What follows belongs to an exercise in optimizing a design on an open flow for small area and a short achievable clock period; a production flow would make more cautious choices. RTL that was checked went through simulation tests only; none was proved equivalent to the original. Function not checked in runs 6 and 7: the RTL went through the layout flow alone.

==> design/flow/design.v <==
package cordic_pkg;
    localparam logic [127:0] CTRL_B0 = 128'h003fffc0000000010000000007fff800;
    localparam logic [127:0] CTRL_B1 = 128'h0000003ffffffffefffffffff8000000;
    localparam logic [127:0] CTRL_B2 = 128'hfffffffffff80000ffffe00000000000;
    localparam logic [127:0] CTRL_B3 = 128'h1ff01fff80ff80fffe03fe03fff01ff0;
    localparam logic [127:0] CTRL_B4 = 128'h1fc01fc000f800fe0003e003f8001800;
    localparam logic [127:0] CTRL_B5 = 128'he1f0e1c78f1b870e1e3c6e1c38f1e0f0;
    localparam logic [127:0] CTRL_B6 = 128'h66f3265993259b32664c966ccb366133;
    localparam logic [127:0] CTRL_B7 = 128'haa556a8ab54ea9572ad53aa55d52ab55;
    localparam logic [127:0] CTRL_B8 = 128'h0f03c3e0e0e43c3c838390f0f0783e0f;
    localparam logic [127:0] CTRL_B9 = 128'h0073fffc6000031ff180000c7fff9c00;
    localparam logic [127:0] CTRL_B10 = 128'haaa96976aaaaaab7daaaaaaadd2d2aaa;
    localparam logic [127:0] CTRL_B11 = 128'hc6f0f0f86c6b1b0fe1b1ac6c3e1e1ec6;
    localparam logic [127:0] CTRL_B12 = 128'h01000000101404000040501000000101;
    function automatic logic [12:0] ctrl_word(input logic [6:0] r);
        ctrl_word = {CTRL_B12[r], CTRL_B11[r], CTRL_B10[r], CTRL_B9[r], CTRL_B8[r], CTRL_B7[r], CTRL_B6[r], CTRL_B5[r], CTRL_B4[r], CTRL_B3[r], CTRL_B2[r], CTRL_B1[r], CTRL_B0[r]};
    endfunction
endpackage
`timescale 1ns/1ps
module cordic_rotator (
    input  logic                    clk,
    input  logic                    rst_n,
    input  logic                    in_valid,
    input  logic [9-1:0] in_x,
    input  logic [9-1:0] in_y,
    input  logic [9-1:0] in_angle,
    output logic                    out_valid,
    output logic [32-1:0]    out_x,
    output logic [32-1:0]    out_y
);
    localparam logic [10:0] PIPE = 11'b11111111111;
    function automatic logic [22:0] add_ci(
        input logic [22:0] a,
        input logic [22:0] b,
        input logic        ci
    );
        logic [23:0] s;
        s      = {a, 1'b1} + {b, ci};
        add_ci = s[23:1];
    endfunction
    function automatic logic signed [22:0] addsub(
        input logic signed [22:0] a,
        input logic signed [22:0] b,
        input logic               sub
    );
        addsub = add_ci(a, b ^ {23{sub}}, sub);
    endfunction
    logic signed [8:0] ain;
    logic [3:0]        qs;
    assign ain   = in_angle;
    assign qs[0] = ain < -135 || ain >= 135;
    assign qs[1] = ain >= -135 && ain < -45;
    assign qs[2] = ain >= -45 && ain < 45;
    assign qs[3] = ain >= 45 && ain < 135;
    logic              v0;
    logic signed [8:0] x0, y0, a0;
    logic [7:0]        q0;
    cordic_pipe #(.W(35), .EN(PIPE[0])) p0 (.clk(clk),
        .d({in_x, in_y, in_angle, ~qs, qs}), .q({x0, y0, a0, q0}));
    cordic_valid #(.EN(PIPE[0])) pv0 (.clk(clk), .rst_n(rst_n), .d(in_valid), .q(v0));
    logic signed [9:0] xe, ye, xn, yn, xq, yq;
    logic [3:0]        qy;
    assign xe = x0;
    assign ye = y0;
    assign xn = -xe;
    assign yn = -ye;
    assign qy = ~q0[7:4];
    assign xq = ({10{q0[0]}} & xn) | ({10{q0[1]}} & yn) | ({10{q0[2]}} & xe) | ({10{q0[3]}} & ye);
    assign yq = ({10{qy[0]}} & yn) | ({10{qy[1]}} & xe) | ({10{qy[2]}} & ye) | ({10{qy[3]}} & xn);
    logic xneg, yneg;
    assign xneg = (a0 <= -90) || (a0 > 90);
    assign yneg = (a0 <= 0);
    logic signed [8:0] res;
    assign res = a0 + (({9{q0[0]}} & (a0[8] ? 9'sd180 : -9'sd180))
                     | ({9{q0[1]}} & 9'sd90) | ({9{q0[3]}} & -9'sd90));
    logic [12:0] cw;
    assign cw = cordic_pkg::ctrl_word(res[6:0]);
    logic [2:0] band;
    assign band = {cw[1:0] == 2'd2, cw[1:0] == 2'd1, cw[1:0] == 2'd0};
    logic signed [9:0] x1, y1;
    logic [9:0]        t1;
    logic [11:0]       c1;
    logic              v1;
    cordic_pipe #(.W(20 + 10 + 12), .EN(PIPE[1])) p1 (.clk(clk),
        .d({xq, yq,
            !cw[2] || band[0], cw[2] || band[0],
            !cw[2] && !band[0], cw[2] && !band[0], ~band, band,
            yneg, xneg, cw[12:3]}),
        .q({x1, y1, t1, c1}));
    cordic_valid #(.EN(PIPE[1])) pv1 (.clk(clk), .rst_n(rst_n), .d(v0), .q(v1));
    function automatic logic signed [14:0] triple(
        input logic signed [9:0] p,
        input logic signed [9:0] q,
        input logic [2:0]        band,
        input logic              sub,
        input logic              tdinv
    );
        logic signed [14:0] pe, qe, ta, tb, tc, td, s1, c1;
        pe = p;
        qe = q;
        ta = (pe <<< 4) | {14'd0, !band[0]};
        tb = band[2] ? (pe <<< 2) : (pe <<< 3);
        tc = ((pe & {15{band[0]}}) | ((qe <<< 3) & {15{band[1]}})
              | ((qe <<< 4) & {15{band[2]}})) ^ {15{sub}};
        td = (qe & {15{!band[0]}}) ^ {15{tdinv}};
        s1 = ta ^ tb ^ tc;
        c1 = {((ta & tb) | (ta & tc) | (tb & tc)), 1'b0};
        triple = (s1 ^ c1 ^ td) + {((s1 & c1) | (s1 & td) | (c1 & td)), 1'b0};
    endfunction
    logic signed [14:0] u2, w2;
    logic [11:0]        c2;
    logic               v2;
    cordic_pipe #(.W(30 + 12), .EN(PIPE[2])) p2 (.clk(clk),
        .d({triple(x1, y1, t1[2:0], t1[6], !t1[8]), triple(y1, x1, ~t1[5:3], t1[7], !t1[9]), c1}),
        .q({u2, w2, c2}));
    cordic_valid #(.EN(PIPE[2])) pv2 (.clk(clk), .rst_n(rst_n), .d(v1), .q(v2));
    function automatic logic signed [18:0] times25(input logic signed [14:0] u);
        logic signed [18:0] e;
        e = u;
        times25 = (e <<< 4) + (e <<< 3) + e;
    endfunction
    function automatic logic [1:0] trim_fix(input logic [5:0] u);
        logic [127:0] tab;
        tab = 128'h6b271612aa96554577666211aa695914;
        trim_fix = tab[2 * u +: 2];
    endfunction
    logic signed [18:0] u3, w3;
    logic [1:0]         fu3, fw3;
    logic [11:0]        c3;
    logic               v3;
    cordic_pipe #(.W(38 + 4 + 12), .EN(PIPE[3])) p3 (.clk(clk),
        .d({times25(u2), times25(w2), trim_fix(u2[5:0]), trim_fix(w2[5:0]), c2}),
        .q({u3, w3, fu3, fw3, c3}));
    cordic_valid #(.EN(PIPE[3])) pv3 (.clk(clk), .rst_n(rst_n), .d(v2), .q(v3));
    function automatic logic signed [22:0] gain_trim(
        input logic signed [18:0] t,
        input logic [1:0]         fix
    );
        logic signed [22:0] lo;
        lo = t >>> 6;
        gain_trim = add_ci({t, 2'b00, fix}, lo, 1'b0);
    endfunction
    logic signed [22:0] u4, w4;
    logic [5:0]         s4;
    logic [9:0]         c4;
    logic               v4;
    cordic_pipe #(.W(46 + 6 + 10), .EN(PIPE[4])) p4 (.clk(clk),
        .d({gain_trim(u3, fu3), gain_trim(w3, fw3),
            c3[0], !(c3[0] && !c3[1]), !(c3[0] && c3[1]),
            !c3[0], c3[0] && c3[1], c3[0] && !c3[1],
            c3[11:2]}),
        .q({u4, w4, s4, c4}));
    cordic_valid #(.EN(PIPE[4])) pv4 (.clk(clk), .rst_n(rst_n), .d(v3), .q(v4));
    function automatic logic signed [22:0] scaled(
        input logic signed [22:0] a,
        input logic signed [22:0] b,
        input logic [2:0]         sel
    );
        logic signed [22:0] bs, as, d;
        logic               ci;
        bs = b >>> 3;
        as = a >>> 7;
        d  = ({23{sel[0]}} & bs) | ({23{sel[1]}} & ~bs) | ({23{sel[2]}} & as);
        ci = sel[1] && (b[2:0] == 3'd0);
        scaled = add_ci(a, d, ci);
    endfunction
    logic signed [22:0] u5, w5;
    logic [9:0]         c5;
    logic               v5;
    cordic_pipe #(.W(46 + 10), .EN(PIPE[5])) p5 (.clk(clk),
        .d({scaled(u4, w4, s4[2:0]), scaled(w4, u4, ~s4[5:3]), c4}),
        .q({u5, w5, c5}));
    cordic_valid #(.EN(PIPE[5])) pv5 (.clk(clk), .rst_n(rst_n), .d(v4), .q(v5));
    logic signed [22:0] u5s, w5s;
    assign u5s = u5 >>> 7;
    assign w5s = w5 >>> 7;
    logic signed [22:0] u6, w6;
    logic [1:0]         s6;
    logic [8:0]         c6;
    logic               v6;
    cordic_pipe #(.W(46 + 2 + 9), .EN(PIPE[6])) p6 (.clk(clk),
        .d({add_ci(u5, ~u5s, 1'b1), add_ci(w5, w5s, 1'b0), !c5[0], c5[0], c5[9:1]}),
        .q({u6, w6, s6, c6}));
    cordic_valid #(.EN(PIPE[6])) pv6 (.clk(clk), .rst_n(rst_n), .d(v5), .q(v6));
    logic signed [22:0] u7, w7, u8, w8, u9, w9;
    logic [1:0]         s7, s8;
    logic [7:0]         c7;
    logic [6:0]         c8;
    logic               v7, v8, v9;
    cordic_pipe #(.W(46 + 2 + 8), .EN(PIPE[7])) p7 (.clk(clk),
        .d({addsub(u6, w6 >>> 5, s6[0]), addsub(w6, u6 >>> 5, s6[1]), !c6[0], c6[0], c6[8:1]}),
        .q({u7, w7, s7, c7}));
    cordic_valid #(.EN(PIPE[7])) pv7 (.clk(clk), .rst_n(rst_n), .d(v6), .q(v7));
    cordic_pipe #(.W(46 + 2 + 7), .EN(PIPE[8])) p8 (.clk(clk),
        .d({addsub(u7, w7 >>> 6, s7[0]), addsub(w7, u7 >>> 6, s7[1]), !c7[0], c7[0], c7[7:1]}),
        .q({u8, w8, s8, c8}));
    cordic_valid #(.EN(PIPE[8])) pv8 (.clk(clk), .rst_n(rst_n), .d(v7), .q(v8));
    function automatic logic [7:0] micro_sel(input logic [3:0] mag, input logic neg,
                                             input logic y);
        logic [3:0] s1;
        logic [1:0] s2;
        logic       n2;
        s1 = '0;
        s2 = '0;
        n2 = 1'b0;
        case (mag)
            4'd1: s1 = 4'b0001;
            4'd2: s1 = 4'b0010;
            4'd3: begin s1 = 4'b0010; s2 = 2'b01; end
            4'd4: s1 = 4'b0100;
            4'd5: begin s1 = 4'b0100; s2 = 2'b01; end
            4'd6: begin s1 = 4'b0100; s2 = 2'b10; end
            4'd7: begin s1 = 4'b1000; s2 = 2'b01; n2 = 1'b1; end
            4'd8: s1 = 4'b1000;
            default: ;
        endcase
        if (y)
            micro_sel = {!(n2 ^ neg), !neg, ~s2, ~s1};
        else
            micro_sel = {n2 ^ neg, neg, s2, s1};
    endfunction
    logic [7:0] mx9, my9;
    logic [1:0] c9;
    cordic_pipe #(.W(46 + 16 + 2), .EN(PIPE[9])) p9 (.clk(clk),
        .d({addsub(u8, w8 >>> 7, s8[0]), addsub(w8, u8 >>> 7, s8[1]),
            micro_sel(c8[4:1], c8[0], 1'b0), micro_sel(c8[4:1], c8[0], 1'b1), c8[6:5]}),
        .q({u9, w9, mx9, my9, c9}));
    cordic_valid #(.EN(PIPE[9])) pv9 (.clk(clk), .rst_n(rst_n), .d(v8), .q(v9));
    function automatic logic signed [22:0] micro(
        input logic signed [22:0] a,
        input logic signed [22:0] b,
        input logic [5:0]         sel,
        input logic [1:0]         inv
    );
        logic signed [22:0] q, p1, p2, s, c;
        q  = b >>> 10;
        p1 = ((q & {23{sel[0]}}) | ((q <<< 1) & {23{sel[1]}})
              | ((q <<< 2) & {23{sel[2]}}) | ((q <<< 3) & {23{sel[3]}})) ^ {23{inv[0]}};
        p2 = ((q & {23{sel[4]}}) | ((q <<< 1) & {23{sel[5]}})) ^ {23{inv[1]}};
        s = a ^ p1 ^ p2;
        c = {((a & p1) | (a & p2) | (p1 & p2)), inv[0]};
        micro = add_ci(s, c, inv[1]);
    endfunction
    logic signed [22:0] u10, w10;
    logic [1:0]         c10;
    logic               v10;
    cordic_pipe #(.W(46 + 2), .EN(PIPE[10])) p10 (.clk(clk),
        .d({micro(u9, w9, mx9[5:0], mx9[7:6]), micro(w9, u9, ~my9[5:0], my9[7:6]), c9}),
        .q({u10, w10, c10}));
    cordic_valid #(.EN(PIPE[10])) pv10 (.clk(clk), .rst_n(rst_n), .d(v9), .q(v10));
    function automatic logic signed [22:0] force_sign(
        input logic signed [22:0] a,
        input logic               neg
    );
        logic s;
        s = a[22] ^ neg;
        force_sign = add_ci(a ^ {23{s}}, 23'd0, s);
    endfunction
    logic signed [22:0] xo, yo;
    logic               xs, ys;
    logic               vo;
    always_ff @(posedge clk)
    begin
        xo <= force_sign(u10, c10[0]);
        yo <= force_sign(w10, c10[1]);
        xs <= c10[0] && (u10 != 23'd0);
        ys <= c10[1] && (w10 != 23'd0);
        vo <= rst_n && v10;
    end
    assign out_valid = vo;
    assign out_x     = {{5{xs}}, {5{xo[22]}}, xo[21:0]};
    assign out_y     = {{5{ys}}, {5{yo[22]}}, yo[21:0]};
endmodule
module cordic_pipe #(
    parameter int W  = 1,
    parameter bit EN = 1'b1
) (
    input  logic         clk,
    input  logic [W-1:0] d,
    output logic [W-1:0] q
);
    if (EN)
    begin : g_reg
        always_ff @(posedge clk)
        begin
            q <= d;
        end
    end
    else
    begin : g_wire
        assign q = d;
    end
endmodule
module cordic_valid #(
    parameter bit EN = 1'b1
) (
    input  logic clk,
    input  logic rst_n,
    input  logic d,
    output logic q
);
    if (EN)
    begin : g_reg
        always_ff @(posedge clk)
        begin
            q <= rst_n && d;
        end
    end
    else
    begin : g_wire
        assign q = d;
    end
endmodule
==> design/flow/flow/run.sh <==
#!/bin/bash
# Standard layout, with timing repair aimed at a tighter period than the
# constraint (setup margin), so that repair keeps improving the paths that
# set the achieved period. The SDC and the clock period are unchanged.
set -euo pipefail
bash standard.sh SETUP_SLACK_MARGIN=7.2 finish > standard_flow.log 2>&1
==> design/flow/standard.sh <==
#!/bin/bash
# synth_recipe.tcl (not shown) runs the flow's synth.tcl, then flattens the netlist and writes it again
# the make line also repeats each setting of config.mk as NAME=value (left out here)
make -C /OpenROAD-flow-scripts/flow DESIGN_CONFIG=/design/flow/config.mk WORK_HOME=/design/flow/orfs CLKGATE_MAP_FILE= SYNTH_SCRIPT=/design/flow/synth_recipe.tcl "${@:-finish}"
==> design/flow/config.mk <==
export PLATFORM = sky130hd
export DESIGN_NAME = cordic_rotator
export DESIGN_NICKNAME = cordic_rotator
export VERILOG_FILES = /design/flow/design.v
export SDC_FILE = /design/flow/constraint.sdc
export NUM_CORES = 4
export LEC_CHECK = 0
export ABC_AREA = 1
export CAP_MARGIN = 10
export CORE_MARGIN = 2
export CORE_UTILIZATION = 40
export CTS_CLUSTER_DIAMETER = 100
export CTS_CLUSTER_SIZE = 22
export SLEW_MARGIN = 10
==> design/flow/constraint.sdc <==
create_clock -name core_clock -period 10.5 [get_ports {clk}]
set_input_delay 2.1000 -clock core_clock [delete_from_list [all_inputs] [get_ports {clk}]]
set_output_delay 2.1000 -clock core_clock [all_outputs]
set_load 0.01 [all_outputs]
==> results of run 1 <==
[worst register-to-register path, delay by kind of cell (launching register included)]
kind | cells | cell delay [ps]
XOR/XNOR | 1 | 190
buffers and inverters | 3 | 470
AND/OR/NAND/NOR | 4 | 360
AO/OA/AOI/OAI | 4 | 550
flip-flops | 1 | 380
adder cells (fa/ha/maj) | 3 | 1230
[cells in the mapped netlist, drive strengths merged (4+ instances only)]
cell type / count
a211oi: 9
dfxtp: 634
and3: 4
nor3: 86
clkinv: 6
nand3b: 13
o21ai: 292
o21bai: 49
o2111ai: 13
clkbuf: 31
or2: 7
nand4: 79
nand2: 1467
o31ai: 5
fa: 125
nor2: 485
a221oi: 22
o22ai: 57
xor2: 469
o221ai: 21
nand3: 337
nor4: 36
o211ai: 56
ha: 405
inv: 797
o21a: 15
xnor2: 102
a21o: 45
a21oi: 411
a31oi: 25
a21boi: 23
buf: 70
[worst paths after layout]
| check | from | depth (start not counted) | endpoint |
|---|---|---|---|
| max | xs | 1 | out_x[28] |
| min | p3.q[10] | 0 | p4.q[8] |
| max reg2reg | p1.q[14] | 15 | p2.q[41] |
| min reg2reg | p3.q[10] | 0 | p4.q[8] |
[area by class of cell]
cell class | count | area [µm²] | area share
Multi-Input combinational cell | 4671 | 29820 | 0.5983
Sequential cell | 634 | 12800 | 0.2569
Inverter | 803 | 3057 | 0.06133
Tap cell | 1500 | 1877 | 0.03766
Timing Repair Buffer | 135 | 1025 | 0.02056
Clock buffer | 40 | 1001 | 0.02008
Clock inverter | 15 | 220.2 | 0.004418
Timing Repair inverter | 5 | 35.03 | 0.0007029
[layer usage]
layer / track usage / up-vias / part of all wire
met2: 0.3541 / 967 / 0.46
met4: 0.05461 / 2 / 0.025
met1: 0.2932 / 18310 / 0.47
met5: 0 / - / 0.00013
met3: 0.02222 / 188 / 0.043
li1: - / 20490 / -
[through the flow]
step                setup WS (ps)    util  cells  instance area [µm²]  hold slack (ps)
finish                       7254  0.4418   7803                49840            314.0
floorplan                    7249       -   6209                45570            309.6
CTS                          7201  0.4349   7780                49060            318.4
global placement             6543  0.4245   7711                47890            310.6
detailed placement           6524  0.4245   7711                47890            312.1
global route                 7139  0.4418   7803                49840            330.6
[timing repair]
item	4_1_cts	5_1_grt
cloned	4	1
pin swaps	2	25
gates resized for setup	317	167
setup buffers	10	22
hold buffers	0	0
endpoints found under the setup margin	132	75
[state kept, by name, indices dropped and copies added (netlist names), 6 cells and up, named ones only]
| register | flops |
|---|---|
| p0.q | 35 |
| p1.q | 42 |
| p10.q | 48 |
| p2.q | 42 |
| p3.q | 54 |
| p4.q | 62 |
| p5.q | 56 |
| p6.q | 57 |
| p7.q | 56 |
| p8.q | 51 |
| p9.d | 6 |
| p9.q | 64 |
| xo | 23 |
| yo | 23 |
[cells in the final DEF (no fill, tap or decap), types with 29 or more instances in the layout]
cell	Yosys	final
o22ai_1	57	57
buf_2	31	58
o211ai_1	56	56
dfxtp_2	0	42
xor2_1	462	456
o21bai_1	49	49
dfxtp_1	634	576
a21oi_1	411	394
nand2_1	1448	1442
clkdlybuf4s50_1	0	29
a21o_1	45	45
nor3_1	83	81
nor4_1	36	36
buf_4	21	34
nand3_1	334	334
nor2_1	462	458
inv_1	790	774
fa_1	125	124
nand4_1	79	79
o21ai_0	285	265
xnor2_1	102	102
clkbuf_16	0	40
ha_1	405	385
[kinds of logic after synthesis]
group,share of synthesized area
AOI/OAI and AO/OA,0.1349
DFF,0.2786
and+or+nand+nor,0.2306
buffers and inverters,0.07837
adders and majority gates,0.1661
xor gates and xnor gates,0.1114
==> impl_metrics.tcl, run 1 <==
set metrics [dict create \
    slew_violations 0 \
    clock-sinks 634 \
    yosysTopAreaCell "dfxtp_1" \
    insertedDiodeCount 0 \
    fmax_mhz 308.1 \
    drt-total-wl_um 127900 \
    die_h_um 341.5 \
    drive_gt1_frac 0.06441 \
    core_um2 112800 \
    post-route-period-util 0.3091 \
    worstHoldPathType "flip-flop to flip-flop" \
    cp.required_ps 8400 \
    grt_max_degree 49 \
    cp-start-kind "flip-flop" \
    ys.flop_type "dfxtp_1" \
    yosys-top-cells-area "dfxtp_1 (28%), nand2_1 (12%), ha_1 (11%)" \
    wl_per_cell_um 16.39 \
    drc 0 \
    via_per_inst 5.120 \
    cp_slowest_cell "dfxtp_2" \
    ios 95 \
    gp_congestion 0.9452 \
    grt.overflow.total 0 \
    cp-end-kind "output pin" \
    firstDrtPassIters 6 \
    netlist_area_um2 45560 \
    dpl.hpwl_um 104500 \
    yosysUniqueCellTypes 56 \
    die_w_um 341.5 \
    worst_pin_slew_ps 1052 \
    cts_tree "yes" \
    port_buffers 94 \
    antenna_found_initial 2 \
    max-slew-margin-rel 0.2974 \
    clock_latency_ps 640 \
    num_vias 39950 \
    syn_inst 6209 \
    worstPathArrival_ps 1150 \
    num_rows 123 \
    post-route-min-period_ps 3246 \
    cts_root_buf "clkbuf_16" \
    grt_pass1_vias 37840 \
    cp_cell_sequence "buf_2" \
    worstPathMaxFanout 5 \
    r2r_setup_slack_ps 7270 \
    ant_nets 0 \
    hold_viol 0 \
    syn-num-nets 6769 \
    drv_cap 0 \
    nFillCells 11480 \
    die_area_um2 116600 \
    synth_edf_count 0 \
    grt_pass1_wl_um 202500 \
    critical_path_class "flip-flop to output pin" \
    synth_top_area_share 0.2786 \
    outcome "timing/DRC/antenna clean" \
    yosysWarnings 11 \
    avgSynthCellArea_um2 7.338 \
    cpPeakStageDelay_ps 370 \
    rsz0062_at_grt "true" \
    track_usage 0.2127 \
    areaGrowthSynthToFinish_pct 9.386 \
    yosysSeqAreaShare 0.2786 \
    clk_pin_slew_ps 80 \
    cp_top_family "flip-flops" \
    setup_violations 0 \
    cts_made_buffers 39 \
    crit_buf_inv 1 \
    tns_ps 0 \
    dr.first_iter.drc_count 3014 \
    synth-seq-cells 634 \
    max-clock-path-buffers 3 \
    nets 6849 \
    async_reset_ff_frac 0 \
    start_util 0.4039 \
    skew_ps 37.26 \
    h-tree-depth 2 \
]
==> run 2: changes to the inputs <==
--- a/design/flow/flow/run.sh
+++ b/design/flow/flow/run.sh
@@ -5,2 +5,2 @@
 set -euo pipefail
-bash standard.sh SETUP_SLACK_MARGIN=7.2 finish > standard_flow.log 2>&1
+bash standard.sh SETUP_SLACK_MARGIN=7.35 finish > standard_flow.log 2>&1
--- a/design/flow/config.mk
+++ b/design/flow/config.mk
@@ -8,3 +8,3 @@
 export ABC_AREA = 1
-export CAP_MARGIN = 10
+export CAP_MARGIN = 20
 export CORE_MARGIN = 2
@@ -13,2 +13,2 @@
 export CTS_CLUSTER_SIZE = 22
-export SLEW_MARGIN = 10
+export SLEW_MARGIN = 20
==> impl_metrics.tcl, run 2 <==
set metrics [dict create \
    port_buffers 94 \
    worstHoldPathType "flip-flop to flip-flop" \
    ys_top_cells_by_count "nand2_1 (1448), inv_1 (790), dfxtp_1 (634)" \
    h-tree-depth 2 \
    num_rows 123 \
    yosysSeqAreaShare 0.2786 \
    synth_top_area_share 0.2786 \
    reg_top3 "p9.q (64), p4.q (62), p6.q (57)" \
    crit_buf_inv 1 \
    async_reset_ff_frac 0 \
    antenna_found_initial 0 \
    cp-end-kind "output pin" \
    areaGrowthSynthToFinish_pct 12.60 \
    drc 0 \
    tns_ps 0 \
    grt_pass1_wl_um 205500 \
    track_usage 0.2162 \
    drive_gt1_frac 0.09364 \
    nFillCells 11380 \
    slew_violations 0 \
    syn-num-nets 6769 \
    fmax_mhz 308.2 \
    worst_pin_slew_ps 755.6 \
    outcome "timing/DRC/antenna clean" \
    ant_nets 0 \
    clk_pin_slew_ps 90 \
    max-clock-path-buffers 3 \
    wl_per_cell_um 16.53 \
    cp_cell_sequence "buf_2" \
    layout_commonest_cell "nand2_1" \
    syn_inst 6209 \
    yosysTopAreaCell "dfxtp_1" \
    avgSynthCellArea_um2 7.338 \
    core_um2 112800 \
    synth_most_common_cell "nand2_1" \
    skew_ps 24.12 \
    die_area_um2 116600 \
    die_w_um 341.5 \
    yosysUniqueCellTypes 56 \
    ctsHoldBuffers 0 \
    min_from "p6.q[8]" \
    holdPathStages 0 \
    holdPathEnd "p7.q[7]" \
    firstDrtPassIters 5 \
    dpl.hpwl_um 104500 \
    critical_path_class "flip-flop to output pin" \
    r2r_setup_slack_ps 7280 \
    dr.first_iter.drc_count 2858 \
    synth_edf_count 0 \
    cts_made_buffers 40 \
    cp-start-kind "flip-flop" \
    cpPeakStageDelay_ps 380 \
    grt_max_degree 49 \
    num_vias 40340 \
    grt_pass1_vias 38420 \
    post-route-period-util 0.3090 \
    r2r-end "p2.q[38]" \
    post-route-min-period_ps 3244 \
    regMostFlops "p9.q" \
    seq_area_um2 12860 \
    cts_root_buf "clkbuf_16" \
    r2r-start "p1.q[14]" \
    cp.required_ps 8400 \
    setup_violations 0 \
    die_h_um 341.5 \
    ys.flop_type "dfxtp_1" \
    largest_reg_flops 64 \
    cts_tree "yes" \
    yosys-top-cells-area "dfxtp_1 (28%), nand2_1 (12%), ha_1 (11%)" \
    worstRegToRegCells 14 \
    hold_viol 0 \
    worst_hold_slack_ps 323.1 \
    worstPathMaxFanout 5 \
    via_per_inst 5.136 \
    insertedDiodeCount 0 \
    netlist_area_um2 45560 \
    worstPathArrival_ps 1140 \
    cp_top_family "flip-flops" \
    drt-total-wl_um 129800 \
    max-slew-margin-rel 0.4945 \
    cp_slowest_cell "dfxtp_4" \
    gp_congestion 0.9283 \
    layout_common_cells "nand2_1 (1421), inv_1 (758), dfxtp_1 (548)" \
    nets 6893 \
    drv_cap 0 \
    clock_latency_ps 640 \
    clock-sinks 634 \
    yosysWarnings 11 \
    ios 95 \
    grt.overflow.total 0 \
    synth-seq-cells 634 \
    rsz0062_at_grt "true" \
    multi_input_area_um2 30550 \
    start_util 0.4039 \
]
## run 2: worst max path at each step
stage                   from         to  slack, ps  cells past startpoint
detailed placement  p9.q[16]  p10.q[47]       6570                     13
finish                    xs  out_x[31]       7260                      1
CTS                       xs  out_x[29]       7200                      1
global placement    p9.q[16]  p10.q[47]       6610                     13
global route        p1.q[12]   p2.q[41]       7140                     13
floorplan           p1.q[18]   p2.q[38]       7370                     15
## run 2: final cells by class
cell class	instances	area share
timing repair inverter	6	0.0008292
tap	1500	0.03658
timing repair buffer	177	0.03039
multi-input combinational	4671	0.5954
sequential	634	0.2508
inverter	803	0.06019
clock inverter	17	0.004829
clock buffer	46	0.02097
## run 2: repair_timing
item / in CTS / in global routing
endpoints found under the setup margin: 140 / 145
gates cloned: 3 / 4
gates resized for setup: 427 / 291
hold endpoints to repair: 0 / 0
pin swaps: 37 / 91
buffers inserted: 22 / 54
## run 2: routing by layer
metal	GRT usage	routed length [µm]	vias to the layer above
li1	-	-	20590
met5	0	0	-
met4	0.05552	3397	0
met2	0.3639	60100	995
met3	0.02161	5774	190
met1	0.2954	60570	18560
## run 2: per-stage QoR
stage                     instance area [µm²]  cells  utilization  setup slack [ps]
after global routing                    51300   7854       0.4548              7141
after global placement                  47880   7708       0.4244              6612
after detailed placement                47880   7708       0.4244              6567
final                                   51300   7854       0.4548              7256
after CTS                               49650   7796       0.4401              7201
after floorplan                         45580   6209            -              7374
## run 2: logic make-up after synthesis
| kind of cell | after synthesis | share of synthesized area |
|---|---|---|
| flops | 634 | 0.2786 |
| xor+xnor | 571 | 0.1114 |
| buf+inv | 904 | 0.07837 |
| fa+ha+maj | 530 | 0.1661 |
| simple gates | 2516 | 0.2306 |
| compound gates | 1054 | 0.1349 |
==> run 3: changes to the inputs <==
--- a/design/flow/flow/run.sh
+++ b/design/flow/flow/run.sh
@@ -5,2 +5,2 @@
 set -euo pipefail
-bash standard.sh SETUP_SLACK_MARGIN=7.35 finish > standard_flow.log 2>&1
+bash standard.sh SETUP_SLACK_MARGIN=7.0 finish > standard_flow.log 2>&1
--- a/design/flow/config.mk
+++ b/design/flow/config.mk
@@ -12,3 +12,3 @@
 export CTS_CLUSTER_DIAMETER = 100
-export CTS_CLUSTER_SIZE = 22
+export CTS_CLUSTER_SIZE = 25
 export SLEW_MARGIN = 20
==> impl_metrics.tcl, run 3 <==
set metrics [dict create \
    via_per_inst 5.125 \
    areaGrowthSynthToFinish_pct 8.428 \
    cts_made_buffers 37 \
    clock-sinks 634 \
    slew_violations 0 \
    worstPathArrival_ps 1270 \
    drive_gt1_frac 0.03549 \
    num_vias 39900 \
    critical_path_class "flip-flop to output pin" \
    grt.overflow.total 0 \
    crit_buf_inv 1 \
    post-route-period-util 0.3206 \
    dpl.hpwl_um 104200 \
    max-slew-margin-rel 0.2999 \
    die_area_um2 116600 \
    clock_latency_ps 640 \
    post_dp_cell_area_um2 47890 \
    worstHoldPathType "flip-flop to flip-flop" \
    grt_max_degree 49 \
    gp_congestion 0.9399 \
    tns_ps 0 \
    ant_nets 0 \
    yosysTopAreaCell "dfxtp_1" \
    clk_pin_slew_ps 90 \
    grtUsageMet3 0.02139 \
    largest_reg_flops 64 \
    ios 95 \
    fmax_mhz 297.1 \
    ys.flop_type "dfxtp_1" \
    cp-start-kind "flip-flop" \
    dr.first_iter.drc_count 2968 \
    ctsHoldBuffers 0 \
    design_area_um2 49400 \
    skew_ps 45.69 \
    reg_top3 "p9.q (64), p4.q (62), p6.q (57)" \
    post-route-min-period_ps 3366 \
    worstPathMaxFanout 5 \
    wl_per_cell_um 16.25 \
    regMostFlops "p9.q" \
    nets 6825 \
    synth_most_common_cell "nand2_1" \
    die_h_um 341.5 \
    cp.required_ps 8400 \
    avgSynthCellArea_um2 7.338 \
    start_util 0.4039 \
    syn_inst 6209 \
    max-clock-path-buffers 3 \
    grt_pass1_vias 37770 \
    yosysSeqAreaShare 0.2786 \
    synth_top_area_share 0.2786 \
    h-tree-depth 2 \
    yosys-top-cells-area "dfxtp_1 (28%), nand2_1 (12%), ha_1 (11%)" \
    drt-total-wl_um 126500 \
    cpPeakStageDelay_ps 370 \
    ys_top_cells_by_count "nand2_1 (1448), inv_1 (790), dfxtp_1 (634)" \
    netlist_area_um2 45560 \
    cp-end-kind "output pin" \
    insertedDiodeCount 0 \
    layout_commonest_cell "nand2_1" \
    yosysWarnings 11 \
    cts_tree "yes" \
    port_buffers 94 \
    drc 0 \
    met1_usage 0.2924 \
    setup_violations 0 \
    drv_cap 0 \
    layout_common_cells "nand2_1 (1446), inv_1 (784), dfxtp_1 (600)" \
    die_w_um 341.5 \
    num_rows 123 \
    gr-max-usage-layer "met2" \
    cts_root_buf "clkbuf_16" \
    grtUsageMet2 0.3540 \
    antenna_found_initial 1 \
    cp_slowest_cell "dfxtp_1" \
    cp_cell_sequence "dlygate4sd2_1" \
    synth-seq-cells 634 \
    min_from "p4.q[2]" \
    track_usage 0.2125 \
    firstDrtPassIters 6 \
    core_um2 112800 \
    async_reset_ff_frac 0 \
    synth_edf_count 0 \
    critPathLaunch "xs" \
    yosysUniqueCellTypes 56 \
    hold_viol 0 \
    r2r-start "p1.q[13]" \
    rsz0062_at_grt "true" \
    cp_top_family "flip-flops" \
    outcome "timing/DRC/antenna clean" \
    syn-num-nets 6769 \
    grt_pass1_wl_um 202500 \
    worst_pin_slew_ps 1049 \
]
-- run 3: cell counts after synthesis --
No cell type changed its count.
-- run 3: area by class of cell --
| type | count | area [µm²] |
|---|---|---|
| inverters | 803 | 3049 |
| multi-input cells | 4671 | 29430 |
| well taps | 1500 | 1877 |
| flip-flops and latches | 634 | 12750 |
| repair buffers | 115 | 1054 |
| repair inverters | 3 | 20.02 |
| fillers | 11460 | 63400 |
| clock inverters | 20 | 295.3 |
| clock buffers | 38 | 929.6 |
-- run 3: cells by family (layout without fill, tap and decap cells) --
family,Yosys count,in the layout,synth area share
simple gates,2516,2516,0.2306
xor+xnor,571,571,0.1114
buf+inv,904,979,0.07837
compound gates,1054,1054,0.1349
flops,634,634,0.2786
fa+ha+maj,530,530,0.1661
-- run 3: repair_timing --
item,in CTS,in global routing
buffers inserted,8,4
setup endpoints to repair,118,59
cloned,2,1
gates resized for setup,85,72
pin swaps,1,2
-- run 3: worst reg2reg max path, cell delays in order, from the launching register on --
cell and delay [ps]:
dfxtp_1 400, clkinvlp_4 200, o221ai_1 260, xor2_1 230, fa_1 470, fa_1 510
inv_1 40, ha_1 350, a21oi_2 180, o21bai_1 80, a21oi_1 130, nand2_1 60
nor2_1 110, nand3b_1 110, nand2_1 50
-- run 3: routing by layer --
layer  up-vias  share of wire
met5         -              0
met4         0          0.026
met3       159          0.046
met2      1002           0.46
met1     18280           0.47
li1      20450              -
-- run 3: worst paths after layout --
check,to,slack [ps],cells after the start
max reg2reg,p2.q[41],7220,14
min,p5.q[2],330,0
min reg2reg,p5.q[2],330,0
max,out_x[31],7130,1
-- run 3: through the flow --
step | util | hold slack [ps] | worst slack, ps | std cells
floorplan | - | 309.6 | 7117 | 6209
global placement | 0.4245 | 310.4 | 6620 | 7711
detailed placement | 0.4245 | 312.1 | 6548 | 7711
CTS | 0.4358 | 331.2 | 6981 | 7779
global route | 0.4379 | 336.4 | 6944 | 7784
finish | 0.4379 | 330.8 | 7134 | 7784
==> run 4: changes to the inputs <==
--- a/design/flow/flow/run.sh
+++ b/design/flow/flow/run.sh
@@ -5,2 +5,2 @@
 set -euo pipefail
-bash standard.sh SETUP_SLACK_MARGIN=7.0 finish > standard_flow.log 2>&1
+bash standard.sh SETUP_SLACK_MARGIN=7.1 finish > standard_flow.log 2>&1
==> impl_metrics.tcl, run 4 <==
set metrics [dict create \
    drv_cap 0 \
    ys_top_cells_by_count "nand2_1 (1448), inv_1 (790), dfxtp_1 (634)" \
    ctsHoldBuffers 0 \
    dp.cells 7711 \
    setup_violations 0 \
    core_um2 112800 \
    clock-sinks 634 \
    cts_tree "yes" \
    grt.overflow.total 0 \
    syn_inst 6209 \
    reg_top3 "p9.q (64), p4.q (62), p6.q (57)" \
    synth_most_common_cell "nand2_1" \
    start_util 0.4039 \
    worst_pin_slew_ps 1047 \
    yosysTopAreaCell "dfxtp_1" \
    yosysUniqueCellTypes 56 \
    cts_made_buffers 37 \
    antenna_found_initial 1 \
    cp-end-kind "output pin" \
    post-route-period-util 0.3176 \
    crit_buf_inv 1 \
    yosys-top-cells-area "dfxtp_1 (28%), nand2_1 (12%), ha_1 (11%)" \
    cp-start-kind "flip-flop" \
    async_reset_ff_frac 0 \
    track_usage 0.2127 \
    regMostFlops "p9.q" \
    worstPathArrival_ps 1230 \
    dr.first_iter.drc_count 2964 \
    h-tree-depth 2 \
    max-slew-margin-rel 0.3008 \
    fin_cells 7793 \
    cpPeakStageDelay_ps 360 \
    layout_common_cells "nand2_1 (1443), inv_1 (780), dfxtp_1 (587)" \
    layout_commonest_cell "nand2_1" \
    yosysWarnings 11 \
    grt_max_degree 49 \
    num_rows 123 \
    netlist_area_um2 45560 \
    cts_root_buf "clkbuf_16" \
    areaGrowthSynthToFinish_pct 9.147 \
    drive_gt1_frac 0.04465 \
    via_per_inst 5.138 \
    drt-total-wl_um 127100 \
    outcome "timing/DRC/antenna clean" \
    avgSynthCellArea_um2 7.338 \
    cp_top_family "flip-flops" \
    yosysSeqAreaShare 0.2786 \
    clk_pin_slew_ps 90 \
    ant_nets 0 \
    cp_slowest_cell "dfxtp_2" \
    insertedDiodeCount 0 \
    clock_latency_ps 640 \
    grt_pass1_vias 37780 \
    hold_viol 0 \
    grt_pass1_wl_um 202600 \
    port_buffers 94 \
    cp.required_ps 8400 \
    nFillCells 11420 \
    largest_reg_flops 64 \
    ys.flop_type "dfxtp_1" \
    synth_edf_count 0 \
    dpl.hpwl_um 104200 \
    syn-num-nets 6769 \
    tns_ps 0 \
    worstPathMaxFanout 5 \
    ios 95 \
    max-clock-path-buffers 3 \
    gp_congestion 0.9399 \
    die_area_um2 116600 \
    synth_top_area_share 0.2786 \
    num_vias 40040 \
    wl_per_cell_um 16.31 \
    post-route-min-period_ps 3335 \
    synth-seq-cells 634 \
    nets 6834 \
    die_w_um 341.5 \
    worstHoldPathType "flip-flop to flip-flop" \
    fmax_mhz 299.9 \
    cp_cell_sequence "dlygate4sd2_1" \
    firstDrtPassIters 7 \
    rsz0062_at_grt "true" \
    drc 0 \
    die_h_um 341.5 \
    skew_ps 44.14 \
    slew_violations 0 \
    critical_path_class "flip-flop to output pin" \
]
-- run 4: per-stage QoR --
stage / utilization / setup slack [ps] / hold slack (ps) / cell area [µm²]
2_1_floorplan: - / 7117 / 309.6 / 45560
3_3_place_gp: 0.4245 / 6620 / 310.4 / 47890
3_5_place_dp: 0.4245 / 6548 / 312.1 / 47890
4_1_cts: 0.4365 / 7106 / 331.2 / 49240
5_1_grt: 0.4408 / 7055 / 336.8 / 49730
6_report: 0.4408 / 7165 / 330.9 / 49730
-- run 4: worst register-to-register path: stages (launching register included) --
cell        delay, ps
dfxtp_2           390
clkinvlp_2        210
buf_4             190
o22ai_1           170
xor2_1            100
ha_1              280
inv_1              50
fa_1              470
inv_1              40
ha_1              350
a21oi_1           150
nand2_1           170
a21oi_4           210
nor2_1             60
nor2_1            120
nand3b_1          110
nand2_1            50
-- run 4: kinds of logic after synthesis --
kind of cell,count (synthesis),share of synthesized area
adders and majority gates,530,0.1661
AOI/OAI and AO/OA,1054,0.1349
xor gates and xnor gates,571,0.1114
DFF,634,0.2786
buffers and inverters,904,0.07837
and+or+nand+nor,2516,0.2306
-- run 4: final cells by class --
class	instances	area [µm²]	share of cell area
repair inverters	5	32.53	0.0006542
flip-flops and latches	634	12780	0.2571
well taps	1500	1877	0.03774
inverters	803	3057	0.06147
clock buffers	38	929.6	0.01869
multi-input cells	4671	29640	0.5959
repair buffers	122	1120	0.02252
clock inverters	20	295.3	0.005938
-- run 4: what timing repair did --
action,4_1_cts,5_1_grt
cloned,2,3
pin swaps,2,20
endpoints found under the setup margin,125,65
gates resized for setup,105,125
hold endpoints to repair,0,0
setup buffers,12,7
-- run 4: final timing paths --
kind                               start   endpoint  slack, ps  depth (start not counted)
worst max-delay path                  xs  out_x[30]       7170                          1
worst min-delay path             p3.q[9]    p4.q[7]        330                          0
worst max register to register  p1.q[13]   p2.q[41]       7280                         16
worst min register to register   p3.q[9]    p4.q[7]        330                          0
-- run 4: layer usage --
| layer | global-route usage | vias to the layer above | routed length [µm] |
|---|---|---|---|
| met5 | 0 | - | 0 |
| met4 | 0.05718 | 0 | 3316 |
| met3 | 0.02139 | 158 | 6161 |
| met2 | 0.3544 | 1067 | 58580 |
| met1 | 0.2926 | 18350 | 59080 |
| li1 | - | 20470 | - |
==> run 5: changes to the inputs <==
--- a/design/flow/flow/run.sh
+++ b/design/flow/flow/run.sh
@@ -5,2 +5,2 @@
 set -euo pipefail
-bash standard.sh SETUP_SLACK_MARGIN=7.1 finish > standard_flow.log 2>&1
+bash standard.sh SETUP_SLACK_MARGIN=7.2 finish > standard_flow.log 2>&1
==> impl_metrics.tcl, run 5 <==
set metrics [dict create \
    ios 95 \
    netlist_area_um2 45560 \
    dpl.hpwl_um 104500 \
    worstRegToRegCells 15 \
    yosysWarnings 11 \
    cp_slowest_cell "dfxtp_2" \
    yosys-top-cells-area "dfxtp_1 (28%), nand2_1 (12%), ha_1 (11%)" \
    post-route-period-util 0.3147 \
    max-clock-path-buffers 3 \
    die_w_um 341.5 \
    syn_inst 6209 \
    drive_gt1_frac 0.06406 \
    design_area_um2 49850 \
    cp.required_ps 8400 \
    ys_top_cells_by_count "nand2_1 (1448), inv_1 (790), dfxtp_1 (634)" \
    cp.depth 2 \
    async_reset_ff_frac 0 \
    skew_ps 34.34 \
    synth_edf_count 0 \
    cts_made_buffers 36 \
    antenna_found_initial 2 \
    die_h_um 341.5 \
    h-tree-depth 2 \
    ant_nets 0 \
    seq_area_um2 12810 \
    cts_tree "yes" \
    cpPeakStageDelay_ps 350 \
    drv_cap 0 \
    reg_top3 "p9.q (64), p4.q (62), p6.q (57)" \
    core_um2 112800 \
    cp-end-kind "output pin" \
    cp-start-kind "flip-flop" \
    num_rows 123 \
    nFillCells 11470 \
    utilization 0.4419 \
    post-route-min-period_ps 3304 \
    fmax_mhz 302.6 \
    multi_input_area_um2 29800 \
    fin_cells 7807 \
    outcome "timing/DRC/antenna clean" \
    hold_viol 0 \
    cp_cell_sequence "buf_6 -> buf_6" \
    ys.flop_type "dfxtp_1" \
    clock_latency_ps 640 \
    slew_violations 0 \
    areaGrowthSynthToFinish_pct 9.405 \
    worst_pin_slew_ps 1022 \
    tns_ps 0 \
    fin_ws_ps 7196 \
    synth_most_common_cell "nand2_1" \
    cp_top_family "flip-flops" \
    dr.first_iter.drc_count 3102 \
    max-slew-margin-rel 0.3179 \
    gp_congestion 0.9452 \
    yosysUniqueCellTypes 56 \
    crit_buf_inv 2 \
    wl_per_cell_um 16.37 \
    grt_pass1_wl_um 202400 \
    place_ws_ps 6524 \
    yosysTopAreaCell "dfxtp_1" \
    yosysSeqAreaShare 0.2786 \
    synth_top_area_share 0.2786 \
    clk_pin_slew_ps 90 \
    setup_violations 0 \
    clock-sinks 634 \
    dp.cells 7711 \
    layout_common_cells "nand2_1 (1442), inv_1 (775), dfxtp_1 (573)" \
    synth-seq-cells 634 \
    rsz0062_at_grt "true" \
    num_vias 39900 \
    worst_hold_slack_ps 312.2 \
    grt.overflow.total 0 \
    firstDrtPassIters 6 \
    critical_path_class "flip-flop to output pin" \
    regMostFlops "p9.q" \
    cts_root_buf "clkbuf_16" \
    post_dp_cell_area_um2 47890 \
    track_usage 0.2128 \
    syn-num-nets 6769 \
    drc 0 \
    ctsHoldBuffers 0 \
    start_util 0.4039 \
    die_area_um2 116600 \
    layout_commonest_cell "nand2_1" \
    via_per_inst 5.111 \
    nets 6849 \
    worstPathMaxFanout 4 \
    worstPathArrival_ps 1200 \
    avgSynthCellArea_um2 7.338 \
    grt_pass1_vias 37800 \
    insertedDiodeCount 0 \
    worstHoldPathType "flip-flop to flip-flop" \
    holdPathStages 0 \
    largest_reg_flops 64 \
    crit_path_frequent_cell "buf_6" \
    port_buffers 94 \
    drt-total-wl_um 127800 \
    grt_max_degree 49 \
]
-- run 5: final cells by class --
type,count,share of cell area
tap,1500,0.03765
inverter,803,0.06132
timing repair inverter,5,0.0007028
clock buffer,42,0.01998
multi-input combinational,4671,0.5979
timing repair buffer,138,0.02111
clock inverter,14,0.004393
sequential,634,0.2570
-- run 5: routing by layer --
layer	track usage	part of all wire	routed length [µm]
met5	0	0.00021	27
met2	0.3532	0.46	58720
met3	0.02211	0.048	6074
met1	0.2926	0.47	59530
met4	0.05920	0.027	3423
-- run 5: logic make-up after synthesis --
family | after synthesis | synth area share
AO/OA/AOI/OAI | 1054 | 0.1349
adder cells (fa/ha/maj) | 530 | 0.1661
buffers and inverters | 904 | 0.07837
AND/OR/NAND/NOR | 2516 | 0.2306
XOR/XNOR | 571 | 0.1114
flip-flops | 634 | 0.2786
-- run 5: path summary, 6_finish.rpt --
check             startpoint         to  slack, ps
hold reg to reg      p7.q[7]    p8.q[6]        310
hold / removal       p7.q[7]    p8.q[6]        310
setup reg to reg    p1.q[14]   p2.q[41]       7270
setup / recovery          xs  out_x[27]       7200
-- run 5: what timing repair did --
action                                  in CTS  in global routing
resized for setup                          317                172
buffers inserted                            12                 23
endpoints found under the setup margin     134                 81
pin swaps                                    2                 28
cloned                                       3                  2
==> run 6: changes to the inputs <==
--- a/design/flow/design.v
+++ b/design/flow/design.v
@@ -31,2 +31,71 @@
     localparam logic [10:0] PIPE = 11'b11111111111;
+    function automatic logic [15-1:0] bk_add15( 
+        input logic [15-1:0] a, 
+        input logic [15-1:0] b, 
+        input logic         ci 
+    ); 
+        logic [15-1:0] p, g; 
+        p = a ^ b; 
+        g = a & b; 
+        g[0] = g[0] | (p[0] & ci); 
+        for (int d = 1; d < 15; d = d * 2) 
+            for (int i = 2 * d - 1; i < 15; i += 2 * d) 
+            begin 
+                g[i] = g[i] | (p[i] & g[i - d]); 
+                p[i] = p[i] & p[i - d]; 
+            end 
+        for (int d = 16; d >= 1; d = d / 2) 
+            for (int i = 3 * d - 1; i < 15; i += 2 * d) 
+            begin 
+                g[i] = g[i] | (p[i] & g[i - d]); 
+                p[i] = p[i] & p[i - d]; 
+            end 
+        bk_add15 = (a ^ b) ^ {g[15-2:0], ci}; 
+    endfunction
+    function automatic logic [19-1:0] bk_add19( 
+        input logic [19-1:0] a, 
+        input logic [19-1:0] b, 
+        input logic         ci 
+    ); 
+        logic [19-1:0] p, g; 
+        p = a ^ b; 
+        g = a & b; 
+        g[0] = g[0] | (p[0] & ci); 
+        for (int d = 1; d < 19; d = d * 2) 
+            for (int i = 2 * d - 1; i < 19; i += 2 * d) 
+            begin 
+                g[i] = g[i] | (p[i] & g[i - d]); 
+                p[i] = p[i] & p[i - d]; 
+            end 
+        for (int d = 16; d >= 1; d = d / 2) 
+            for (int i = 3 * d - 1; i < 19; i += 2 * d) 
+            begin 
+                g[i] = g[i] | (p[i] & g[i - d]); 
+                p[i] = p[i] & p[i - d]; 
+            end 
+        bk_add19 = (a ^ b) ^ {g[19-2:0], ci}; 
+    endfunction
+    function automatic logic [23-1:0] bk_add23( 
+        input logic [23-1:0] a, 
+        input logic [23-1:0] b, 
+        input logic         ci 
+    ); 
+        logic [23-1:0] p, g; 
+        p = a ^ b; 
+        g = a & b; 
+        g[0] = g[0] | (p[0] & ci); 
+        for (int d = 1; d < 23; d = d * 2) 
+            for (int i = 2 * d - 1; i < 23; i += 2 * d) 
+            begin 
+                g[i] = g[i] | (p[i] & g[i - d]); 
+                p[i] = p[i] & p[i - d]; 
+            end 
+        for (int d = 16; d >= 1; d = d / 2) 
+            for (int i = 3 * d - 1; i < 23; i += 2 * d) 
+            begin 
+                g[i] = g[i] | (p[i] & g[i - d]); 
+                p[i] = p[i] & p[i - d]; 
+            end 
+        bk_add23 = (a ^ b) ^ {g[23-2:0], ci}; 
+    endfunction
     function automatic logic [22:0] add_ci(
@@ -36,5 +105,3 @@
     );
-        logic [23:0] s;
-        s      = {a, 1'b1} + {b, ci};
-        add_ci = s[23:1];
+        add_ci = bk_add23(a, b, ci);
     endfunction
@@ -107,3 +174,3 @@
         c1 = {((ta & tb) | (ta & tc) | (tb & tc)), 1'b0};
-        triple = (s1 ^ c1 ^ td) + {((s1 & c1) | (s1 & td) | (c1 & td)), 1'b0};
+        triple = bk_add15(s1 ^ c1 ^ td, {((s1 & c1) | (s1 & td) | (c1 & td)), 1'b0}, 1'b0);
     endfunction
@@ -117,5 +184,7 @@
     function automatic logic signed [18:0] times25(input logic signed [14:0] u);
-        logic signed [18:0] e;
+        logic signed [18:0] e, a, b;
         e = u;
-        times25 = (e <<< 4) + (e <<< 3) + e;
+        a = e <<< 4;
+        b = e <<< 3;
+        times25 = bk_add19(a ^ b ^ e, {((a & b) | (a & e) | (b & e)), 1'b0}, 1'b0);
     endfunction
==> impl_metrics.tcl, run 6 <==
set metrics [dict create \
    outcome "timing/DRC/antenna clean" \
    max-clock-path-buffers 3 \
    cp_slowest_cell "fa_1" \
    dr.first_iter.drc_count 1493 \
    num_rows 116 \
    worstPathArrival_ps 3910 \
    ctsHoldBuffers 0 \
    seq_area_um2 12900 \
    synth-seq-cells 634 \
    die_area_um2 103900 \
    fin_cells 6222 \
    syn-num-nets 5463 \
    ys_top_cells_by_count "inv_1 (937), nand2_1 (883), dfxtp_1 (634)" \
    worstRegToRegCells 15 \
    yosys-top-cells-area "dfxtp_1 (31%), fa_1 (15%), ha_1 (13%)" \
    cp_cell_sequence "buf_6 -> buf_4 -> nand2_1 -> o21ai_2 -> fa_1 -> fa_1 -> inv_1 -> ha_4 -> a21o_1 -> a21boi_2 -> o21ai_4 -> nand2_1 -> nand2_2 -> fa_2 -> xor2_1" \
    start_util 0.4040 \
    clock_latency_ps 600 \
    num_vias 29320 \
    h-tree-depth 2 \
    hold_viol 0 \
    port_buffers 94 \
    synth_edf_count 0 \
    insertedDiodeCount 0 \
    cp_top_family "adder cells" \
    routed-wl-met3_um 3166 \
    yosysWarnings 11 \
    cpPeakStageDelay_ps 550 \
    cts_root_buf "clkbuf_16" \
    dp.cells 6084 \
    clk_pin_slew_ps 100 \
    slew_violations 0 \
    drc 0 \
    tns_ps 0 \
    synth_top_area_share 0.3133 \
    nets 5584 \
    highest_layer "met4" \
    holdPathStages 0 \
    cp-start-kind "flip-flop" \
    r2r-start "p1.q[17]" \
    track_usage 0.1717 \
    max-slew-margin-rel 0.5187 \
    yosysTopAreaCell "dfxtp_1" \
    cp.required_ps 11000 \
    r2r-end "p2.q[25]" \
    min_from "p1.q[2]" \
    crit_buf_inv 3 \
    die_h_um 322.3 \
    cts_made_buffers 34 \
    ys.flop_type "dfxtp_1" \
    regMostFlops "p9.q" \
    r2r_setup_slack_ps 7080 \
    ant_nets 0 \
    reg_top3 "p9.q (64), p4.q (62), p6.q (57)" \
    synth_most_common_cell "inv_1" \
    skew_ps 26.24 \
    drv_cap 0 \
    async_reset_ff_frac 0 \
    worstHoldPathType "flip-flop to flip-flop" \
    grt_pass1_vias 28820 \
    core_um2 100300 \
    critical_path_class "flip-flop to flip-flop" \
    yosysUniqueCellTypes 49 \
    layout_common_cells "inv_1 (881), nand2_1 (851), dfxtp_1 (548)" \
    met2_length_um 43980 \
    gp_congestion 0.9344 \
    ios 95 \
    areaGrowthSynthToFinish_pct 12.94 \
    antenna_found_initial 0 \
    largest_reg_flops 64 \
    fmax_mhz 292.6 \
    layout_commonest_cell "inv_1" \
    worstPathMaxFanout 7 \
    cts_tree "yes" \
    nFillCells 9734 \
    grt_pass1_wl_um 145600 \
    avgSynthCellArea_um2 8.560 \
    setup_violations 0 \
    cp-end-kind "flip-flop" \
    post-route-period-util 0.3255 \
    via_per_inst 4.712 \
    drive_gt1_frac 0.1196 \
    multi_input_area_um2 24800 \
    utilization 0.4562 \
    netlist_area_um2 40520 \
    post-route-min-period_ps 3418 \
    die_w_um 322.3 \
    syn_inst 4733 \
    worst_pin_slew_ps 721.0 \
    wl_met1_um 39390 \
    wl_per_cell_um 14.31 \
    yosysSeqAreaShare 0.3133 \
    drt-total-wl_um 89050 \
    holdPathEnd "p2.q[2]" \
    clock-sinks 634 \
    rsz0062_at_grt "true" \
    grt_max_degree 52 \
    dpl.hpwl_um 70090 \
    grt.overflow.total 0 \
    firstDrtPassIters 6 \
]
[run 6: changes by cell type after synthesis, moves of 38 or more]
cell      previous run  this run
nand2_1           1448       883
xnor2_1            102       186
o21ai_0            285       123
nor3_1              83        17
xor2_1             462       236
nor2_1             462       226
a21oi_1            411       162
nand3_1            334       139
inv_1              790       937
o21bai_1            49        11
nand4_1             79        19
fa_1               125       295
[run 6: through the flow]
| stage | hold slack, ps | cell area, µm² | setup WS (ps) |
|---|---|---|---|
| final | 320.1 | 45760 | 7082 |
| after global routing | 327.3 | 45760 | 6916 |
| after CTS | 317.9 | 44570 | 7049 |
| after detailed placement | 312.1 | 42830 | 6410 |
| after global placement | 309.8 | 42830 | 6441 |
| after floorplan | 309.6 | 40760 | 7135 |
[run 6: layer usage]
metal	vias to the layer above	GRT usage
met3	124	0.01815
li1	14960	-
met2	513	0.3093
met5	-	0
met1	13720	0.2169
met4	0	0.04746
[run 6: worst max path at each step]
stage                     slack [ps]  cells past startpoint      from  endpoint
after floorplan                 7140                     16  p1.q[14]  p2.q[38]
after global placement          6440                     14  p1.q[17]  p2.q[22]
after detailed placement        6410                     14  p1.q[17]  p2.q[22]
after CTS                       7050                     15  p1.q[29]  p2.q[22]
after global routing            6920                     13  p1.q[16]  p2.q[25]
final                           7080                     15  p1.q[17]  p2.q[25]
[run 6: logic make-up (layout without fill, tap and decap cells)]
logic type / after synthesis / after routing / synth area share
simple gates: 1371 / 1371 / 0.1398
fa+ha+maj: 700 / 700 / 0.2708
buf+inv: 1065 / 1197 / 0.1023
compound gates: 536 / 536 / 0.08137
xor+xnor: 422 / 422 / 0.09122
flops: 634 / 634 / 0.3133
mux: 5 / 5 / 0.001235
[run 6: final cells by class]
type / instances / share of cell area
clock buffers: 37 / 0.01930
clock inverters: 10 / 0.003254
inverters: 961 / 0.08138
multi-input cells: 3034 / 0.5419
flip-flops and latches: 634 / 0.2820
well taps: 1357 / 0.03711
repair buffers: 184 / 0.03437
repair inverters: 5 / 0.0006836
[run 6: worst register-to-register path, cell delays in order, from the launching register on]
cell      delay (ps)
dfxtp_4          390
buf_6            150
buf_4            140
nand2_1           70
o21ai_2           70
fa_1             550
fa_1             410
inv_1            100
ha_4             230
a21o_1           210
a21boi_2         200
o21ai_4           90
nand2_1           90
nand2_2           70
fa_2             390
xor2_1           160
[run 6: repair_timing]
action / in CTS / in global routing
resized for setup: 368 / 241
pin swaps: 56 / 100
setup endpoints to repair: 175 / 107
cloned: 3 / 3
buffers inserted: 43 / 42
==> run 7: changes to the inputs <==
--- a/design/flow/design.v
+++ b/design/flow/design.v
@@ -174,3 +174,3 @@
         c1 = {((ta & tb) | (ta & tc) | (tb & tc)), 1'b0};
-        triple = bk_add15(s1 ^ c1 ^ td, {((s1 & c1) | (s1 & td) | (c1 & td)), 1'b0}, 1'b0);
+        triple = (s1 ^ c1 ^ td) + {((s1 & c1) | (s1 & td) | (c1 & td)), 1'b0};
     endfunction
==> impl_metrics.tcl, run 7 <==
set metrics [dict create \
    num_vias 29970 \
    worstRegToRegCells 17 \
    clk_pin_slew_ps 100 \
    worstPathArrival_ps 1270 \
    synth-adder-area-share 0.2655 \
    num_rows 117 \
    r2r-start "p9.q[5]" \
    critical_path.endpoint "out_x[26]" \
    grt_max_degree 54 \
    drt-total-wl_um 90030 \
    post-route-min-period_ps 3370 \
    yosysWarnings 11 \
    layout_common_cells "inv_1 (894), nand2_1 (858), dfxtp_1 (548)" \
    synth_most_common_cell "inv_1" \
    layout_commonest_cell "inv_1" \
    nets 5660 \
    wl_per_cell_um 14.26 \
    syn-num-nets 5527 \
    synth_top_area_share 0.3110 \
    yosysSeqAreaShare 0.3110 \
    cp-end-kind "output pin" \
    synth_top_family_by_area "adder cells" \
    drv_cap 0 \
    largest_reg_flops 64 \
    worst_pin_slew_ps 748.7 \
    synth-seq-cells 634 \
    outcome "timing/DRC/antenna clean" \
    via_per_inst 4.747 \
    worst_hold_slack_ps 327.0 \
    track_usage 0.1695 \
    synth_edf_count 0 \
    h-tree-depth 1 \
    cts_made_buffers 31 \
    core_um2 101400 \
    critPathLaunch "xo[22]" \
    die_h_um 323.4 \
    clock-sinks 634 \
    synth_compound_area_frac 0.08207 \
    r2r_setup_slack_ps 7150 \
    insertedDiodeCount 0 \
    grt_pass1_vias 29290 \
    rsz0062_at_grt "true" \
    ant_nets 0 \
    dp.cells 6160 \
    firstDrtPassIters 5 \
    port_buffers 94 \
    fmax_mhz 296.8 \
    ios 95 \
    cts_root_buf "clkbuf_16" \
    die_area_um2 104600 \
    yosysUniqueCellTypes 55 \
    setup_violations 0 \
    worstPathMaxFanout 5 \
    worstHoldPathType "flip-flop to flip-flop" \
    cp.required_ps 8400 \
    synth-simple-area-share 0.1436 \
    grt_pass1_wl_um 145500 \
    regMostFlops "p9.q" \
    synth-xor-area-share 0.09400 \
    dpl.hpwl_um 70260 \
    drive_gt1_frac 0.1215 \
    slew_violations 0 \
    antenna_found_initial 0 \
    grt.overflow.total 0 \
    tns_ps 0 \
    die_w_um 323.4 \
    fin_cells 6313 \
    netlist_area_um2 40810 \
    yosysTopAreaCell "dfxtp_1" \
    ctsHoldBuffers 0 \
    drc 0 \
    syn_inst 4802 \
    post-route-period-util 0.3209 \
    critical_path_class "flip-flop to output pin" \
    areaGrowthSynthToFinish_pct 12.71 \
    clock_latency_ps 650 \
    design_area_um2 46000 \
    cts_tree "yes" \
    cp-start-kind "flip-flop" \
    ys.flop_type "dfxtp_1" \
    r2r-end "p10.q[8]" \
    synthMuxAreaShare 0.001472 \
    dr.first_iter.drc_count 1411 \
    start_util 0.4023 \
    skew_ps 25.82 \
    max-clock-path-buffers 3 \
    gp_congestion 0.9224 \
    ys_top_cells_by_count "inv_1 (946), nand2_1 (891), dfxtp_1 (634)" \
    async_reset_ff_frac 0 \
    avgSynthCellArea_um2 8.499 \
    yosys-top-cells-area "dfxtp_1 (31%), fa_1 (14%), ha_1 (13%)" \
    post_dp_cell_area_um2 42930 \
    hold_viol 0 \
    reg_top3 "p9.q (64), p4.q (62), p6.q (57)" \
    max-slew-margin-rel 0.4992 \
]
==> run 7: area by class of cell <==
type                    count  area, µm²
well taps                1368       1712
clock buffers              35      810.8
fillers                  9857      55450
multi-input cells        3100      25080
repair inverters            2      12.51
flip-flops and latches    634      12890
repair buffers            203       1689
clock inverters             8      107.6
inverters                 963       3699
==> run 7: kinds of logic after synthesis <==
kind of cell | after synthesis
multiplexers | 6
adder cells (fa/ha/maj) | 695
AO/OA/AOI/OAI | 552
AND/OR/NAND/NOR | 1409
flip-flops | 634
XOR/XNOR | 438
buffers and inverters | 1068
==> run 7: metal layers <==
metal,global-route usage,vias up,routed length (µm)
met2,0.3074,575,45150
li1,-,15220,-
met5,0,-,0
met3,0.01622,146,3189
met4,0.04486,0,2458
met1,0.2137,14020,39240
==> run 7: critical path: stages, from the launching register on <==
cell	delay [ps]
dfxtp_4	370
buf_4	130
buf_6	110
==> run 7: worst min-delay path by stage <==
| stage | startpoint | endpoint | depth (start not counted) |
|---|---|---|---|
| after floorplan | p9.q[0] | p10.q[0] | 0 |
| after global placement | p4.q[3] | p5.q[3] | 0 |
| after detailed placement | p3.q[10] | p4.q[8] | 0 |
| after CTS | p3.q[10] | p4.q[8] | 0 |
| after global routing | p3.q[10] | p4.q[8] | 0 |
| final | p3.q[10] | p4.q[8] | 0 |
==> run 7: metrics by stage <==
| stage | util | worst slack (ps) |
|---|---|---|
| final | 0.4534 | 7130 |
| after floorplan | - | 7202 |
| after CTS | 0.4380 | 7060 |
| after detailed placement | 0.4231 | 6260 |
| after global routing | 0.4534 | 6997 |
| after global placement | 0.4231 | 6365 |
==> run 7: repair_timing <==
action                                  in CTS  in global routing
buffers inserted                            55                 53
gates resized for setup                    433                273
endpoints found under the setup margin     178                101
gates cloned                                 0                  2
pin swaps                                   22                117

what the ideal ports hide:
How much do the figures lean on ideal ports? The routed layouts below were timed once more, with nothing changed but the port constraints. Step 1 (the two cells are an assumption about what drives the block):
set clk [get_ports {clk}]
set_driving_cell -lib_cell sky130_fd_sc_hd__clkbuf_16 $clk
set_driving_cell -lib_cell sky130_fd_sc_hd__buf_2 [delete_from_list [all_inputs] $clk]
Step 2 adds t to the input delays and takes it off the output delays; t is the mean of the earliest and latest rising clock arrival at the registers after step 1. Input paths then give back, and output paths get back, about the clock's delay inside the block. a / b / c = ideal / step 1 / step 2; a / b = the first two.
run | t, ns | slack for setup (ns) | hold slack, ns | worst register clock-pin slew, ns | cell pins on the clock port's net
run 1 | 0.700 | 7.254 / 7.177 / 7.006 | 0.314 / 0.314 / 0.314 | 0.10 / 0.10 | 1
run 2 | 0.700 | 7.256 / 7.183 / 7.031 | 0.323 / 0.323 / 0.323 | 0.09 / 0.09 | 1
run 3 | 0.692 | 7.134 / 7.061 / 7.021 | 0.331 / 0.331 / 0.331 | 0.10 / 0.10 | 1
run 4 | 0.692 | 7.165 / 7.092 / 7.021 | 0.331 / 0.331 / 0.331 | 0.10 / 0.10 | 1
run 5 | 0.685 | 7.196 / 7.122 / 7.015 | 0.312 / 0.312 / 0.312 | 0.10 / 0.10 | 1
run 6 | 0.653 | 7.082 / 7.082 / 6.976 | 0.320 / 0.320 / 0.320 | 0.10 / 0.10 | 1
run 7 | 0.712 | 7.130 / 7.061 / 6.996 | 0.327 / 0.327 / 0.327 | 0.11 / 0.11 | 1
After both steps setup and hold are still met in every run listed. For run 1, which loses most, drivers alone change the setup slack by -0.077 ns; drivers and shift together by -0.248 ns.
